Source: an optimization exercise on an open RTL-to-GDS flow (aim: small area). Production flows keep margins and buffers that such runs may drop.
The RTL was checked by simulation tests, not by an equivalence proof against the original design.
Power is estimated from default activity; no workload was simulated.

`flow/constraint.sdc`:
```
create_clock -name core_clock -period 10.0 [get_ports {clk_i}]
set_input_delay 2.0000 -clock core_clock [delete_from_list [all_inputs] [get_ports {clk_i}]]
set_output_delay 2.0000 -clock core_clock [all_outputs]
set_load 0.01 [all_outputs]
```
`flow/flow/area.abc`:
```
&get -n
&st
&dch
&nf -R 1000
&put
```
`flow/flow/run.sh`:
```
#!/bin/bash
# Standard ORFS layout, except that ABC maps the logic for area (&nf with a
# large delay relaxation) instead of with the delay-oriented map command. The
# synthesis script is synth_recipe.tcl with the abc command wrapped to swap in
# flow/area.abc; everything else (register mapping, flattening, renaming and
# all later steps) is the standard flow's.
set -euo pipefail
W=$(pwd)
{
  echo "proc abc {args} {"
  echo "  set i [lsearch -exact \$args -script]"
  echo "  if { \$i >= 0 } { lset args [expr {\$i + 1}] $W/flow/area.abc }"
  echo "  yosys abc {*}\$args"
  echo "}"
  cat "$W/synth_recipe.tcl"
} > "$W/area_synth.tcl"
bash "$W/standard.sh" SYNTH_SCRIPT="$W/area_synth.tcl" finish > "$W/orfs_make.log" 2>&1
```
`flow/design.v`:
```
`timescale 1ns/1ps
package rvga_pkg;
  typedef logic [31:0] rvga_word;
  typedef logic [4:0]  rvga_reg;
  localparam rvga_word RVGA_PC_STEP = 32'd4;  
  localparam logic [6:0] OPC_OP     = 7'b0110011;
  localparam logic [6:0] OPC_OP_IMM = 7'b0010011;
  localparam logic [6:0] OPC_BRANCH = 7'b1100011;
  localparam logic [6:0] OPC_JAL    = 7'b1101111;
  localparam logic [2:0] F3_ADD  = 3'b000;  
  localparam logic [2:0] F3_SLL  = 3'b001;
  localparam logic [2:0] F3_SLT  = 3'b010;
  localparam logic [2:0] F3_SLTU = 3'b011;
  localparam logic [2:0] F3_XOR  = 3'b100;
  localparam logic [2:0] F3_SR   = 3'b101;  
  localparam logic [2:0] F3_OR   = 3'b110;
  localparam logic [2:0] F3_AND  = 3'b111;
  localparam logic [2:0] F3_BEQ  = 3'b000;
  localparam logic [2:0] F3_BNE  = 3'b001;
  localparam logic [2:0] F3_BLT  = 3'b100;
  localparam logic [2:0] F3_BGE  = 3'b101;
  localparam logic [2:0] F3_BLTU = 3'b110;
  localparam logic [2:0] F3_BGEU = 3'b111;
  typedef struct packed {
    logic [6:0] funct7;
    rvga_reg    rs2;
    rvga_reg    rs1;
    logic [2:0] funct3;
    rvga_reg    rd;
    logic [6:0] opcode;
  } rvga_r_view;
  typedef struct packed {
    logic [11:0] imm;
    rvga_reg     rs1;
    logic [2:0]  funct3;
    rvga_reg     rd;
    logic [6:0]  opcode;
  } rvga_i_view;
  typedef union packed {
    rvga_r_view r;
    rvga_i_view i;
  } rvga_instr_u;
endpackage
`timescale 1ns/1ps
module rvga_oai22 (
  input  logic a0_i, b0_i, a1_i, b1_i,
  output logic y_n_o
);
  assign y_n_o = ~((a0_i | b0_i) & (a1_i | b1_i));
endmodule
module rvga_aoi222 (
  input  logic a0_i, b0_i, a1_i, b1_i, a2_i, b2_i,
  output logic y_n_o
);
  assign y_n_o = ~((a0_i & b0_i) | (a1_i & b1_i) | (a2_i & b2_i));
endmodule
module rvga_aoi22 (
  input  logic a0_i, b0_i, a1_i, b1_i,
  output logic y_n_o
);
  assign y_n_o = ~((a0_i & b0_i) | (a1_i & b1_i));
endmodule
`timescale 1ns/1ps
`timescale 1ns/1ps
`timescale 1ns/1ps
module rvga_backend (
  input  logic     clk_i,
  input  logic     rst_n_i,
  input  logic     issue_v_i,
  input  rvga_pkg::rvga_word instr_i,
  input  rvga_pkg::rvga_word pc_i,
  output rvga_pkg::rvga_word br_tgt_o,
  output logic     br_v_o,
  output logic     btaken_o,
  output rvga_pkg::rvga_reg  rd_o,
  output rvga_pkg::rvga_word rd_data_o,
  output logic     rd_w_v_o,
  output logic     trace_v_o,
  output rvga_pkg::rvga_word trace_pc_o,
  output rvga_pkg::rvga_word trace_rd_data_o
);
  function automatic logic [32:0] bk_carry(input logic [31:0] p, input logic [31:0] g,
                                           input logic cin);
    logic [31:0] pp, gg;
    gg = g;
    pp = p;
    gg[0] = g[0] | (p[0] & cin);
    for (int d = 1; d < 32; d = d * 2) begin
      for (int i = 2 * d - 1; i < 32; i = i + 2 * d) begin
        gg[i] = gg[i] | (pp[i] & gg[i - d]);
        pp[i] = pp[i] & pp[i - d];
      end
    end
    for (int d = 8; d >= 1; d = d / 2) begin
      for (int i = 3 * d - 1; i < 32; i = i + 2 * d) begin
        gg[i] = gg[i] | (pp[i] & gg[i - d]);
        pp[i] = pp[i] & pp[i - d];
      end
    end
    bk_carry = {gg, cin};
  endfunction
  logic               s_v, s_op, s_op_imm, s_br, s_jal;
  logic [31:7]        s_ins;
  rvga_pkg::rvga_word s_pc;
  always_ff @(posedge clk_i or negedge rst_n_i) begin
    if (!rst_n_i) begin
      s_v      <= 1'b0;
      s_op     <= 1'b0;
      s_op_imm <= 1'b0;
      s_br     <= 1'b0;
      s_jal    <= 1'b0;
    end else begin
      s_v      <= issue_v_i;
      s_op     <= issue_v_i && (instr_i[6:0] == rvga_pkg::OPC_OP);
      s_op_imm <= issue_v_i && (instr_i[6:0] == rvga_pkg::OPC_OP_IMM);
      s_br     <= issue_v_i && (instr_i[6:0] == rvga_pkg::OPC_BRANCH);
      s_jal    <= issue_v_i && (instr_i[6:0] == rvga_pkg::OPC_JAL);
    end
  end
  always_ff @(posedge clk_i) begin
    s_ins <= instr_i[31:7];
    s_pc  <= pc_i;
  end
  rvga_pkg::rvga_reg  rs1, rs2, rd;
  logic               we, phase, inv1, inv2;
  rvga_pkg::rvga_word wd, wd_n;
  logic [31:1]        valid_q, wsel, wsel_n, sel1, sel2;
  rvga_pkg::rvga_word q [31:1];
  rvga_pkg::rvga_word d [31:1];
  rvga_pkg::rvga_word a_raw, b_raw, a, b;
  assign rs1 = s_ins[19:15];
  assign rs2 = s_ins[24:20];
  assign rd  = s_ins[11:7];
  always_ff @(posedge clk_i or negedge rst_n_i) begin
    if (!rst_n_i) valid_q <= '0;
    else          valid_q <= valid_q | wsel;
  end
  always_ff @(posedge clk_i) begin
    phase <= !phase;
  end
  assign wd_n = wd ^ {32{phase}};
  for (genvar k = 1; k < 32; k++) begin : g_reg
    assign wsel[k]   = we && (rd == k);
    assign wsel_n[k] = !wsel[k];
    assign sel1[k]   = valid_q[k] && !s_jal && (rs1 == k);
    assign sel2[k]   = valid_q[k] && (rs2 == k);
    for (genvar i = 0; i < 32; i++) begin : g_bit
      rvga_oai22 u_wm (.a0_i(q[k][i]), .b0_i(wsel[k]), .a1_i(wsel_n[k]), .b1_i(wd_n[i]),
                       .y_n_o(d[k][i]));
    end
    always_ff @(posedge clk_i) begin
      q[k] <= d[k];
    end
  end
  assign inv1 = phase && (|sel1);
  assign inv2 = phase && (|sel2);
  for (genvar i = 0; i < 32; i++) begin : g_rd
    logic [10:0] t1_n, t2_n;
    for (genvar j = 0; j < 10; j++) begin : g_t
      rvga_aoi222 u_r1 (.a0_i(sel1[3*j+1]), .b0_i(q[3*j+1][i]),
                        .a1_i(sel1[3*j+2]), .b1_i(q[3*j+2][i]),
                        .a2_i(sel1[3*j+3]), .b2_i(q[3*j+3][i]), .y_n_o(t1_n[j]));
      rvga_aoi222 u_r2 (.a0_i(sel2[3*j+1]), .b0_i(q[3*j+1][i]),
                        .a1_i(sel2[3*j+2]), .b1_i(q[3*j+2][i]),
                        .a2_i(sel2[3*j+3]), .b2_i(q[3*j+3][i]), .y_n_o(t2_n[j]));
    end
    rvga_aoi22 u_r1l (.a0_i(sel1[31]), .b0_i(q[31][i]), .a1_i(s_jal), .b1_i(s_pc[i]),
                      .y_n_o(t1_n[10]));
    assign t2_n[10] = !(sel2[31] && q[31][i]);
    assign a_raw[i] = !(&t1_n);
    assign b_raw[i] = !(&t2_n);
  end
  assign a = a_raw ^ {32{inv1}};
  assign b = b_raw ^ {32{inv2}};
  logic [2:0]  f3;
  logic        b30, s31;
  rvga_pkg::rvga_word y, y_x, p, g, sum, sh_in, shr, lg, tgt, r;
  logic [32:0] c;
  logic        sub, lts, ltu, eq, cond, alu_v, fill;
  logic        s_add, s_sll, s_slt, s_sltu, s_lg, s_sr;
  assign f3  = s_ins[14:12];
  assign b30 = s_ins[30];
  assign s31 = s_ins[31];
  always_comb begin
    if (s_op || s_br) y = b;
    else if (s_jal)   y = 32'd4;
    else              y = {{20{s31}}, s_ins[31:20]};
  end
  assign sub = !s_jal && (s_br || (f3[2:1] == 2'b01) || (f3 == 3'b000 && s_op && b30));
  assign y_x = y ^ {32{sub}};
  assign p   = a ^ y_x;
  assign g   = a & y_x;
  assign c   = bk_carry(p, g, sub);
  assign sum = p ^ c[31:0];
  assign ltu = !c[32];
  assign lts = (a[31] ^ y[31]) ? a[31] : sum[31];
  assign eq  = &p;    
  assign lg = f3[0] ? g : (p | ({32{f3[1]}} & g));
  always_comb begin
    for (int i = 0; i < 32; i++) sh_in[i] = f3[2] ? a[i] : a[31 - i];
    fill = f3[2] && b30 && a[31];
    shr  = rvga_pkg::rvga_word'($signed({fill, sh_in}) >>> y[4:0]);
  end
  always_comb begin
    logic [19:0] t_imm;
    logic [21:0] lo;
    t_imm = s_jal ? {s31, s_ins[19:12], s_ins[20], s_ins[30:21]}
                  : {{9{s31}}, s_ins[7], s_ins[30:25], s_ins[11:8]};
    lo = {1'b0, s_pc[20:0]} + {1'b0, t_imm, 1'b0};
    tgt[20:0] = lo[20:0];
    if (lo[21] && !s31)      tgt[31:21] = s_pc[31:21] + 11'd1;
    else if (!lo[21] && s31) tgt[31:21] = s_pc[31:21] - 11'd1;
    else                     tgt[31:21] = s_pc[31:21];
  end
  always_comb begin
    case (f3)
      3'b000:  cond = eq;
      3'b001:  cond = !eq;
      3'b100:  cond = lts;
      3'b101:  cond = !lts;
      3'b110:  cond = ltu;
      3'b111:  cond = !ltu;
      default: cond = 1'b0;
    endcase
  end
  assign alu_v  = s_op || s_op_imm;
  assign s_add  = (alu_v && f3 == 3'b000) || s_jal;    
  assign s_sll  = alu_v && f3 == 3'b001;
  assign s_slt  = alu_v && f3 == 3'b010;
  assign s_sltu = alu_v && f3 == 3'b011;
  assign s_sr   = alu_v && f3 == 3'b101;
  assign s_lg   = alu_v && f3[2] && (f3[1] || !f3[0]);
  always_comb begin
    for (int i = 0; i < 32; i++) begin
      r[i] = (s_add & sum[i]) | (s_sll & shr[31 - i]) | (s_sr & shr[i]) | (s_lg & lg[i])
           | (s_br & tgt[i]);
    end
    r[0] = r[0] | (s_slt & lts) | (s_sltu & ltu);
  end
  assign we = rd_w_v_o;
  assign wd = r;
  assign rd_o      = rd;
  assign rd_data_o = r;
  assign rd_w_v_o  = (alu_v || s_jal) && (rd != '0);
  assign br_v_o    = s_br || s_jal;
  assign btaken_o  = s_jal || (s_br && cond);
  assign br_tgt_o  = tgt;
  always_ff @(posedge clk_i or negedge rst_n_i) begin
    if (!rst_n_i) trace_v_o <= 1'b0;
    else          trace_v_o <= s_v;
  end
  always_ff @(posedge clk_i) begin
    trace_pc_o      <= s_pc;
    trace_rd_data_o <= r;
  end
endmodule
```
`flow/config.mk`:
```
export PLATFORM = sky130hd
export DESIGN_NAME = rvga_backend
export DESIGN_NICKNAME = rvga_backend
export VERILOG_FILES = /design/flow/design.v
export SDC_FILE = /design/flow/constraint.sdc
export NUM_CORES = 4
export LEC_CHECK = 0
export CAP_MARGIN = 20
export CORE_MARGIN = 2
export CORE_UTILIZATION = 55
export SETUP_SLACK_MARGIN = 0.2
export SLEW_MARGIN = 20
export SYNTH_HIERARCHICAL = 1
```
`flow/standard.sh`:
```
#!/bin/bash
# synth_recipe.tcl (not shown) runs the flow's synth.tcl, then flattens the netlist and writes it again
# the make line also repeats each setting of config.mk as NAME=value (left out here)
make -C /OpenROAD-flow-scripts/flow DESIGN_CONFIG=/design/flow/config.mk WORK_HOME=/design/flow/orfs CLKGATE_MAP_FILE= SYNTH_SCRIPT=/design/flow/synth_recipe.tcl "${@:-finish}"
```
==> summary.md, run 1 <==
| Metric | Value |
|---|---|
| Main synth FF type | `dfxtp_1` |
| Worst-path clk slew | `approximately 0.06 ns` |
| Synth Warn # | `10` |
| #FFs+latches synth | `1151` |
| Required time of the worst setup path | `8.00 ns` |
| Critical R2R Launch | `s_ins[23]` |
| Top cells by area, synth | `dfxtp_1 (49%), a222oi_1 (14%), o22ai_1 (14%)` |
| Share of flip-flops with an asynchronous set or reset | `roughly 3.2%` |
| Die area | `85900 um^2` |
| Core ar. | `82400 um^2` |
| Effective utilization at floorplan | `55.8%` |
| Netlist cell types | `53` |
| RSZ-0062 raised after global routing | `false` |
| Post-layout util | `68.6%` |
| CP max stage delay | `0.63 ns` |
| Fin crit period | `9.65 ns` |
| Cell taking the most area after synthesis | `dfxtp_1` |
| Port Buffers | `203` |
| Largest net degree at the start of global routing | `58` |
| Worst slew pin tran | `1.21 ns` |
| Status | `timing/DRC/antenna clean` |
| Max clock buf depth | `3` |
| Share of the clock period used by the worst path | `96.5%` |
| Antenna violations before repair | `8` |
| Post-route cell area | `56500 um^2` |
| Net Count, Synth | `4594` |
| Setup tns final | `0 ns` |
| Vias in the first global route | `46700` |
| Critical path class | `reg -> out` |
| Top-area cell type share of the netlist area | `48.5%` |
| Final cell count without fillers | `about 6300` |
| Number of enable flip-flop cells after synthesis | `0` |
| Final hold vios | `0` |
| Placed Cells | `5993` |
| Slew Viols, Final | `0` |
| Sequential element share of the synthesized area | `50.6%` |
| Syn Inst Count | `4456` |
| Vias after detailed routing | `51500` |
| Max IR drop VDD | `0.159 mV` |
| Final WL | `233 mm` |
| Post-Syn Area | `around 46000 um^2` |
| Avg Cell Area, Syn | `10.3 um^2` |
| Worst skew pair latency | `0.76 ns` |
| CTS root buffer | `clkbuf_16` |
| Min-delay worst type | `reg -> reg` |
| Initial DRC Count | `approximately 13000` |
| TritonCTS Sinks | `1151` |
| Crit. Startpoint | `s_ins[23]` |
| Antenna Nets Post-Route | `0` |
| First-pass GRT wire length | `around 330 mm` |
| # DRC | `0` |
| Maxcap violations | `0` |
| Top-count cell post-synth | `dfxtp_1` |
| Final #Nets | `5224` |
| Crit path DAT | `~7.7 ns` |
| Avg WL per Cell | `37.2 um` |
| Critical Path Slowest Stage Cell | `clkdlybuf4s50_1` |
| Layout cells sized above 1 | `between 10% and 20%` |
| Via density per instance | `8.24` |
| Top cells by count, synth | `dfxtp_1 (1114), o22ai_1 (1015), a222oi_1 (642), nand2_1 (240), a21oi_1 (189)` |
| Overall power | `a little under 10 mW` |
| Fillers | `~6600` |
| CTS buffer count | `111` |
| Clk_skew | `0.0496 ns` |
| IO Count | `204` |
| H-tree levels | `3` |
| Crit. End Element | `output pin` |
| DR pass1 iterations | `15` |
| GR Util All Layers | `51.9%` |
| Placer Congestion | `1.05` |
| Worst setup SP type | `flip-flop` |
| Global route overflow | `0` |
| Power per Cell Area | `about 170 nW/um^2` |
| Static leakage | `21.7 nW` |
| Layout area overhead | `23.0%` |
| TritonCTS clock tree | `done` |
| Post-DP Area | `51800 um^2` |
| Final HPWL DP | `154 mm` |
| CP max FO | `15` |
| Row count | `105` |
| Min-delay src | `s_v` |
| Rel. slew slack | `19.0%` |
| Die height | `293 um` |
| Max Freq | `a little over 100 MHz` |
| Final setup viols | `0` |
| Die width | `293 um` |
-- critical path: cells and delay by family (launching register included) --
family                   cells  cell delay, ns
AO/OA/AOI/OAI               11            2.62
adder cells (fa/ha/maj)      2            0.69
buffers and inverters        3            0.87
flip-flops                   1            0.37
AND/OR/NAND/NOR              8            1.66
XOR/XNOR                     3            0.64
-- modules after synthesis, one instance, submodules excluded --
| module | flip-flops and latches | times used | cells | area, um^2 |
|---|---|---|---|---|
| rvga_aoi22 | 0 | 32 | 1 | 7.51 |
| rvga_aoi222 | 0 | 640 | 1 | 10.0 |
| rvga_backend | 1151 | 1 | 2792 | 33100 |
| rvga_oai22 | 0 | 992 | 1 | 6.26 |
-- cells in the final DEF (no fill, tap or decap), types with 44 or more instances in the layout --
master              n
o21ai_0           128
ha_1               53
nand3_1            69
o22ai_1          1015
nor2_1            146
nand4_1           133
xnor2_1            63
a222oi_1          642
dfxtp_1          1107
xor2_1             70
clkbuf_16         113
nand2_1           236
nor3_1             44
a21oi_1           181
clkinv_1           81
buf_4             304
clkdlybuf4s50_1   200
-- sequential cells by signal, summed over array words and instances, names as in the netlist --
name / flops
trace_v_o: 1
phase: 1
valid_q: 31
s_pc: 32
s_v: 1
q: 992
s_br: 1
trace_pc_o: 32
s_op_imm: 1
s_ins: 25
s_jal: 1
trace_rd_data_o: 32
s_op: 1
-- per-layer routing --
metal  vias up  global-route usage (%)  routed length (um)
met2      5216                    72.2               91000
met3      1378                    19.5               39700
met1     24200                    65.7               78900
li1      20700                       -                   -
met5         -                    1.13                 133
met4         4                    37.3               23100
-- power breakdown --
group / internal, mW / switching [mW] / total [mW]
registers: 4.66 / 0.0798 / 4.74
logic: 0.286 / 0.413 / 0.699
clock network: 2.48 / 1.90 / 4.38
-- path summary, 6_finish.rpt --
path,end,slack (ns),cells past startpoint
worst max-delay path,rd_data_o[25],0.35,27
worst min-delay path,trace_v_o,0.35,0
worst max register to register,q[3][0],2.22,35
worst min register to register,trace_v_o,0.35,0
max in group asynchronous,s_jal,8.14,2
min in group asynchronous,valid_q[4],1.37,2
-- metrics by stage --
stage | setup WS [ns] | hold slack [ns]
after CTS | 0.215 | 0.350
after floorplan | 0.206 | 0.331
after detailed placement | 0.404 | 0.337
after global routing | 0.202 | 0.364
final | 0.351 | 0.351
after global placement | 0.404 | 0.334
-- what timing repair did --
item / in CTS / in global routing
hold buffers: 0 / 0
setup buffers: 5 / 41
gates cloned: 1 / 3
hold endpoints to repair: 0 / 0
endpoints found under the setup margin: 15 / 19
pin swaps: 7 / 46
gates resized for setup: 28 / 77
-- area by class of cell --
class / instances / area [um^2] / area share (%)
multi-input combinational: 3216 / 23300 / 41.1
sequential: 1151 / 23200 / 41.1
timing repair buffer: 520 / 4540 / 8.02
clock buffer: 157 / 3190 / 5.65
tap: 1070 / 1340 / 2.37
clock inverter: 47 / 618 / 1.09
inverter: 86 / 330 / 0.584
antenna: 3 / 7.51 / 0.0133
-- cells by family after synthesis --
group	Yosys count	share of synthesized area, %
buf+inv	92	0.801
compound gates	2118	33.7
flops	1151	50.6
simple gates	825	8.87
fa+ha+maj	72	2.23
mux	27	0.607
xor+xnor	171	3.26
==> run 2: changes to the inputs <==
--- a/flow/design.v
+++ b/flow/design.v
@@ -123,27 +123,24 @@
   end
   rvga_pkg::rvga_reg  rs1, rs2, rd;
   logic               we, phase, inv1, inv2;
-  rvga_pkg::rvga_word wd, wd_n;
-  logic [31:1]        valid_q, wsel, wsel_n, sel1, sel2;
+  rvga_pkg::rvga_word wd_n;
+  logic [31:1]        wsel, wsel_n, sel1, sel2;
   rvga_pkg::rvga_word q [31:1];
   rvga_pkg::rvga_word d [31:1];
-  rvga_pkg::rvga_word a_raw, b_raw, a, b;
+  rvga_pkg::rvga_word a_raw, b_raw, a, y, y_imm;
+  logic               use_b;
   assign rs1 = s_ins[19:15];
   assign rs2 = s_ins[24:20];
   assign rd  = s_ins[11:7];
-  always_ff @(posedge clk_i or negedge rst_n_i) begin
-    if (!rst_n_i) valid_q <= '0;
-    else          valid_q <= valid_q | wsel;
-  end
   always_ff @(posedge clk_i) begin
-    phase <= !phase;
-  end
-  assign wd_n = wd ^ {32{phase}};
+    phase <= !(phase && rst_n_i);
+  end
+  assign wd_n = r_w ^ {32{phase && rst_n_i}};
   for (genvar k = 1; k < 32; k++) begin : g_reg
-    assign wsel[k]   = we && (rd == k);
+    assign wsel[k]   = (we && (rd == k)) || !rst_n_i;
     assign wsel_n[k] = !wsel[k];
-    assign sel1[k]   = valid_q[k] && !s_jal && (rs1 == k);
-    assign sel2[k]   = valid_q[k] && (rs2 == k);
+    assign sel1[k]   = !s_jal && (rs1 == k);
+    assign sel2[k]   = use_b && (rs2 == k);
     for (genvar i = 0; i < 32; i++) begin : g_bit
       rvga_oai22 u_wm (.a0_i(q[k][i]), .b0_i(wsel[k]), .a1_i(wsel_n[k]), .b1_i(wd_n[i]),
                        .y_n_o(d[k][i]));
@@ -166,25 +163,26 @@
     end
     rvga_aoi22 u_r1l (.a0_i(sel1[31]), .b0_i(q[31][i]), .a1_i(s_jal), .b1_i(s_pc[i]),
                       .y_n_o(t1_n[10]));
-    assign t2_n[10] = !(sel2[31] && q[31][i]);
+    assign t2_n[10] = !((sel2[31] && q[31][i]) || y_imm[i]);
     assign a_raw[i] = !(&t1_n);
     assign b_raw[i] = !(&t2_n);
   end
   assign a = a_raw ^ {32{inv1}};
-  assign b = b_raw ^ {32{inv2}};
+  assign y = b_raw ^ {32{inv2}};
   logic [2:0]  f3;
   logic        b30, s31;
-  rvga_pkg::rvga_word y, y_x, p, g, sum, sh_in, shr, lg, tgt, r;
+  rvga_pkg::rvga_word y_x, p, g, sum, sh_in, shr, lg, tgt, r, r_w;
   logic [32:0] c;
   logic        sub, lts, ltu, eq, cond, alu_v, fill;
   logic        s_add, s_sll, s_slt, s_sltu, s_lg, s_sr;
   assign f3  = s_ins[14:12];
   assign b30 = s_ins[30];
   assign s31 = s_ins[31];
-  always_comb begin
-    if (s_op || s_br) y = b;
-    else if (s_jal)   y = 32'd4;
-    else              y = {{20{s31}}, s_ins[31:20]};
+  assign use_b = s_op || s_br;
+  always_comb begin
+    if (use_b)      y_imm = '0;
+    else if (s_jal) y_imm = 32'd4;
+    else            y_imm = {{20{s31}}, s_ins[31:20]};
   end
   assign sub = !s_jal && (s_br || (f3[2:1] == 2'b01) || (f3 == 3'b000 && s_op && b30));
   assign y_x = y ^ {32{sub}};
@@ -237,8 +235,8 @@
     end
     r[0] = r[0] | (s_slt & lts) | (s_sltu & ltu);
   end
+  assign r_w = r & {32{rst_n_i}};
   assign we = rd_w_v_o;
-  assign wd = r;
   assign rd_o      = rd;
   assign rd_data_o = r;
   assign rd_w_v_o  = (alu_v || s_jal) && (rd != '0);
==> flow/flow/run.sh (replaced) <==
#!/bin/bash
# Standard ORFS layout with these changes:
#  - ABC maps the logic for area (&nf with a large delay relaxation, flow/area.abc)
#    instead of the delay-oriented map command. The synthesis script is
#    synth_recipe.tcl with the abc command wrapped to swap in that script; register
#    mapping, flattening and renaming are the standard flow's.
#  - port buffers are buf_1 (every input and output still gets one).
#  - CTS clusters up to 25 sinks per leaf buffer and inserts no dummy loads.
# The make output goes to orfs_make.log; each ORFS step logs under orfs/logs.
set -euo pipefail
W=$(pwd)
{
  echo "proc abc {args} {"
  echo "  set i [lsearch -exact \$args -script]"
  echo "  if { \$i >= 0 } { lset args [expr {\$i + 1}] $W/flow/area.abc }"
  echo "  yosys abc {*}\$args"
  echo "}"
  cat "$W/synth_recipe.tcl"
} > "$W/area_synth.tcl"
bash "$W/standard.sh" SYNTH_SCRIPT="$W/area_synth.tcl" \
  "BUFFER_PORTS_ARGS=-buffer_cell sky130_fd_sc_hd__buf_1" \
  "CTS_ARGS=-sink_clustering_enable -repair_clock_nets -dont_use_dummy_load -sink_clustering_size 25 -sink_clustering_max_diameter 50" \
  finish > "$W/orfs_make.log" 2>&1
--- a/flow/config.mk
+++ b/flow/config.mk
@@ -7,7 +7,7 @@
 export LEC_CHECK = 0
 export CAP_MARGIN = 20
 export CORE_MARGIN = 2
-export CORE_UTILIZATION = 55
-export SETUP_SLACK_MARGIN = 0.2
+export CORE_UTILIZATION = 60
+export SETUP_SLACK_MARGIN = 0.5
 export SLEW_MARGIN = 20
 export SYNTH_HIERARCHICAL = 1
==> summary.md, run 2 <==
| Metric | Value |
|---|---|
| Min-delay worst type | `reg -> reg` |
| Layout cells sized above 1 | `11.2% (-1.3 points)` |
| Reg power frac | `50.1% (+1.8 points)` |
| H-tree levels | `3 (unchanged)` |
| Xor/xnor share of the synthesized area | `2.77% (-0.49 points)` |
| Final WL | `215 mm (-7.4%)` |
| Clk_skew | `0.115 ns (+0.0656 ns)` |
| Effective utilization at floorplan | `60.9% (+5.1 points)` |
| Antenna violations before repair | `3 (-5)` |
| Worst setup SP type | `flip-flop` |
| Avg WL per Cell | `36.8 um (-1.1%)` |
| Worst-case reg-to-reg path depth | `27 (-23%)` |
| Max IR drop VDD | `0.186 mV (+17%)` |
| Most flops, register | `q` |
| Combinational Power Share | `19.0% (+12 points)` |
| Core ar. | `73200 um^2 (-11%)` |
| Worst-path clk slew | `0.09 ns (+0.03 ns)` |
| Vias in the first global route | `45300 (-2.9%)` |
| # DRC | `0 (unchanged)` |
| Crit. End Element | `output pin` |
| Overall power | `10.6 mW (+8.4%)` |
| GR Util All Layers | `53.3% (+1.4 points)` |
| Worst hold path stage count | `0 (unchanged)` |
| Post-synthesis mux area share | `0.584% (-0.023 points)` |
| Global route overflow | `0 (unchanged)` |
| Share of the clock period used by the worst path | `95.4% (-1.1 points)` |
| Final HPWL DP | `140 mm (-9.2%)` |
| Critical Path Slowest Stage Cell | `nand4_1` |
| Avg Cell Area, Syn | `10.3 um^2 (-0.51%)` |
| Post-Synth Adder-Cell Area | `2.30% (+0.069 points)` |
| Top-count cell post-synth | `dfxtp_1` |
| CP max stage delay | `0.72 ns (+0.09 ns)` |
| Register area | `22500 um^2 (-3.4%)` |
| Placed Cells | `5718 (-4.6%)` |
| RSZ-0062 raised after global routing | `false` |
| Stages on worst setup path | `29 (+7.4%)` |
| Initial DRC Count | `13300 (+2.8%)` |
| Internal Power | `7.34 mW (-1.1%)` |
| Maxcap violations | `0 (unchanged)` |
| Sw Ratio | `31.0% (+6.6 points)` |
| Cell mode on critical path | `nand2_1` |
| Final setup viols | `0 (unchanged)` |
| Required time of the worst setup path | `8.00 ns (about the same)` |
| Rel. slew slack | `8.90% (-10 points)` |
| Die width | `277 um (-5.6%)` |
| TritonCTS clock tree | `done` |
| CTS buffer count | `98 (-12%)` |
| Critical path class | `reg -> out` |
| Number of enable flip-flop cells after synthesis | `0 (unchanged)` |
| DR pass1 iterations | `17 (+2)` |
| IO Count | `204 (unchanged)` |
| Syn Inst Count | `4345 (-2.5%)` |
| Worst skew pair latency | `0.72 ns (-0.04 ns)` |
| Sequential element share of the synthesized area | `50.4% (-0.19 points)` |
| Main synth FF type | `dfxtp_1` |
| Post-layout util | `71.1% (+2.5 points)` |
| Simple-Gate Fraction of Synth Area | `8.12% (-0.75 points)` |
| Port Buffers | `203 (unchanged)` |
| Slew Viols, Final | `0 (unchanged)` |
| CTS root buffer | `clkbuf_16` |
| Static leakage | `18.4 nW (-15%)` |
| # hold bufs at CTS | `0 (unchanged)` |
| Antenna Nets Post-Route | `0 (unchanged)` |
| Synth Area in Compound Gates | `35.1% (+1.5 points)` |
| Layout area overhead | `16.8%` |
| Status | `timing/DRC/antenna clean` |
| Largest net degree at the start of global routing | `63 (+8.6%)` |
| Worst R2R End | `q[25][30]` |
| Final hold vios | `0 (unchanged)` |
| #FFs+latches synth | `1120 (-2.7%)` |
| First-pass GRT wire length | `306 mm (-7.0%)` |
| Min-delay src | `s_v` |
| Top cells by area, synth | `dfxtp_1 (50%), a222oi_1 (14%), o22ai_1 (14%)` |
| TritonCTS Sinks | `1120 (-2.7%)` |
| Crit path DAT | `7.54 ns (-0.11 ns)` |
| Bufs and invs on worst path | `4 (+1)` |
| Commonest non-fill, non-tap cell in the layout | `dfxtp_1` |
| Top cells by count, synth | `dfxtp_1 (1114), o22ai_1 (1013), a222oi_1 (640), nor2_1 (197), nand2_1 (184)` |
| Min-Delay Endpoint | `trace_v_o` |
| Multi-input gate area | `22900 um^2 (-1.4%)` |
| Die area | `76500 um^2 (-11%)` |
| Worst slew pin tran | `1.37 ns (+0.152 ns)` |
| Net Count, Synth | `4483 (-2.4%)` |
| Die height | `277 um (-5.6%)` |
| Clock power share | `30.9% (-14 points)` |
| Setup tns final | `0 ns (unchanged)` |
| Placer Congestion | `1.08 (+3.4%)` |
| Netlist cell types | `49 (-7.5%)` |
| Cell family with most CP delay | `simple AND/OR/NAND/NOR gates` |
| Final cell count without fillers | `5849 (-6.4%)` |
| Max clock buf depth | `3 (unchanged)` |
| Fillers | `5757 (-13%)` |
| Critical R2R Launch | `s_ins[17]` |
| Max Freq | `105 MHz (+1.2%)` |
| Via density per instance | `8.57 (+3.9%)` |
| Vias after detailed routing | `50100 (-2.7%)` |
| Synth Warn # | `10 (unchanged)` |
| Row count | `99 (-5.7%)` |
| Largest family of logic cells by synthesized area | `compound AO/OA/AOI/OAI gates` |
| Final #Nets | `5025 (-3.8%)` |
| Share of flip-flops with an asynchronous set or reset | `0.536% (-2.7 points)` |
| Flop2flop setup slack | `1.83 ns (-0.39 ns)` |
| Power per Cell Area | `205 nW/um^2 (+18%)` |
| Fin crit period | `9.54 ns (-0.111 ns)` |
| Cell taking the most area after synthesis | `dfxtp_1` |
| Number of flip-flops in the largest register | `992 (unchanged)` |
| Post-Syn Area | `44600 um^2 (-3.0%)` |
| CP max FO | `18 (+3)` |
| NetSw | `3.31 mW (+38%)` |
| Top-area cell type share of the netlist area | `50.0% (+1.5 points)` |
| Commonest cells after routing, fill and taps aside | `dfxtp_1 (1111), o22ai_1 (1012), a222oi_1 (640), buf_4 (232), buf_1 (201)` |
==> run 2: cell types whose count changed after synthesis, sizes merged, moves of 37 or more <==
cell   change
nand2     -56
nand3     +55
nor2      +45
a21oi     -43
o21ai     +41
and3      -37
==> run 2: routing by layer <==
metal | GRT usage (%) | vias to the layer above | wire, um
li1 | - | 20100 | -
met1 | 67.0 | 23600 | 72900
met2 | 71.9 | 5151 | 82200
met3 | 24.4 | 1251 | 40400
met4 | 37.5 | 4 | 20000
met5 | 1.25 | - | 60
==> run 2: kinds of logic (layout without fill, tap and decap cells) <==
group | Yosys count | after routing
compound gates | 2143 | 2143
xor+xnor | 141 | 141
fa+ha+maj | 72 | 72
buf+inv | 80 | 618
flops | 1120 | 1120
mux | 25 | 25
other cells | 0 | 5
simple gates | 764 | 766
==> run 2: power by group through the flow <==
stage / combinational [mW] / clock, mW / sequential [mW]
final: 2.02 / 3.29 / 5.34
after floorplan: 1.19 / 0 / 5.30
after CTS: 1.86 / 3.27 / 5.31
after global routing: 2.11 / 3.43 / 5.38
after global placement: 1.80 / 0 / 5.39
after detailed placement: 1.84 / 0 / 5.40
==> run 2: how the worst max path moves through the flow <==
stage	from	to	slack, ns
2_1_floorplan	s_br	btaken_o	0.50
3_3_place_gp	s_br	btaken_o	0.83
3_5_place_dp	s_br	btaken_o	0.81
4_1_cts	s_jal	rd_data_o[29]	0.43
5_1_grt	s_op	btaken_o	0.47
6_report	s_ins[17]	btaken_o	0.46
==> run 2: per-stage QoR <==
step           area, um^2  setup WS [ns]  hold slack, ns
3_3_place_gp        49000          0.831           0.334
6_report            52000          0.462           0.337
5_1_grt             52000          0.473           0.334
2_1_floorplan       44700          0.501           0.331
4_1_cts             51500          0.434           0.337
3_5_place_dp        49000          0.808           0.348
==> run 2: modules after synthesis (local to each module, per instance) <==
module	area, um^2	cells	flops+latches
rvga_aoi22	7.51	1	0
rvga_aoi222	10.0	1	0
rvga_backend	31700	2681	1120
rvga_oai22	6.26	1	0
==> run 2: what timing repair did <==
action / CTS / global route
setup endpoints to repair: 6 / 19
pin swaps: 6 / 44
resized for setup: 6 / 84
setup buffers: 7 / 19
gates cloned: 0 / 2
==> run 2: final cells by class <==
class | count | area share (%)
Multi-Input combinational cell | 3147 | 44.1
Clock buffer | 98 | 4.71
Sequential cell | 1120 | 43.2
Antenna cell | 5 | 0.0240
Timing Repair Buffer | 446 | 5.21
Tap cell | 959 | 2.31
Inverter | 74 | 0.534

[re-timing with driven ports]
In the flow no input, the clock included, has a driving cell. The finished layouts below were timed again as built, in two steps.
Step 1, drivers: a clkbuf_16 drives clk_i and a buf_2 each remaining input, both assumed.
Step 2 times the ports against the registers' clock, not the clock port: input delays grow and output delays shrink by t, the midpoint of the rising clock arrivals with the driver on.
Slacks: no drivers / after step 1 / after step 2; pairs: no drivers / after step 1.
run	t, ns	setup slack, ns	latest minus earliest clock arrival (ns)	pins driven straight from the clock port
run 1	0.814	0.351 / 0.274 / 1.088	0.049 / 0.050	1
run 2	0.735	0.462 / 0.392 / 1.126	0.116 / 0.115	1
After both steps every run listed still meets setup and hold.
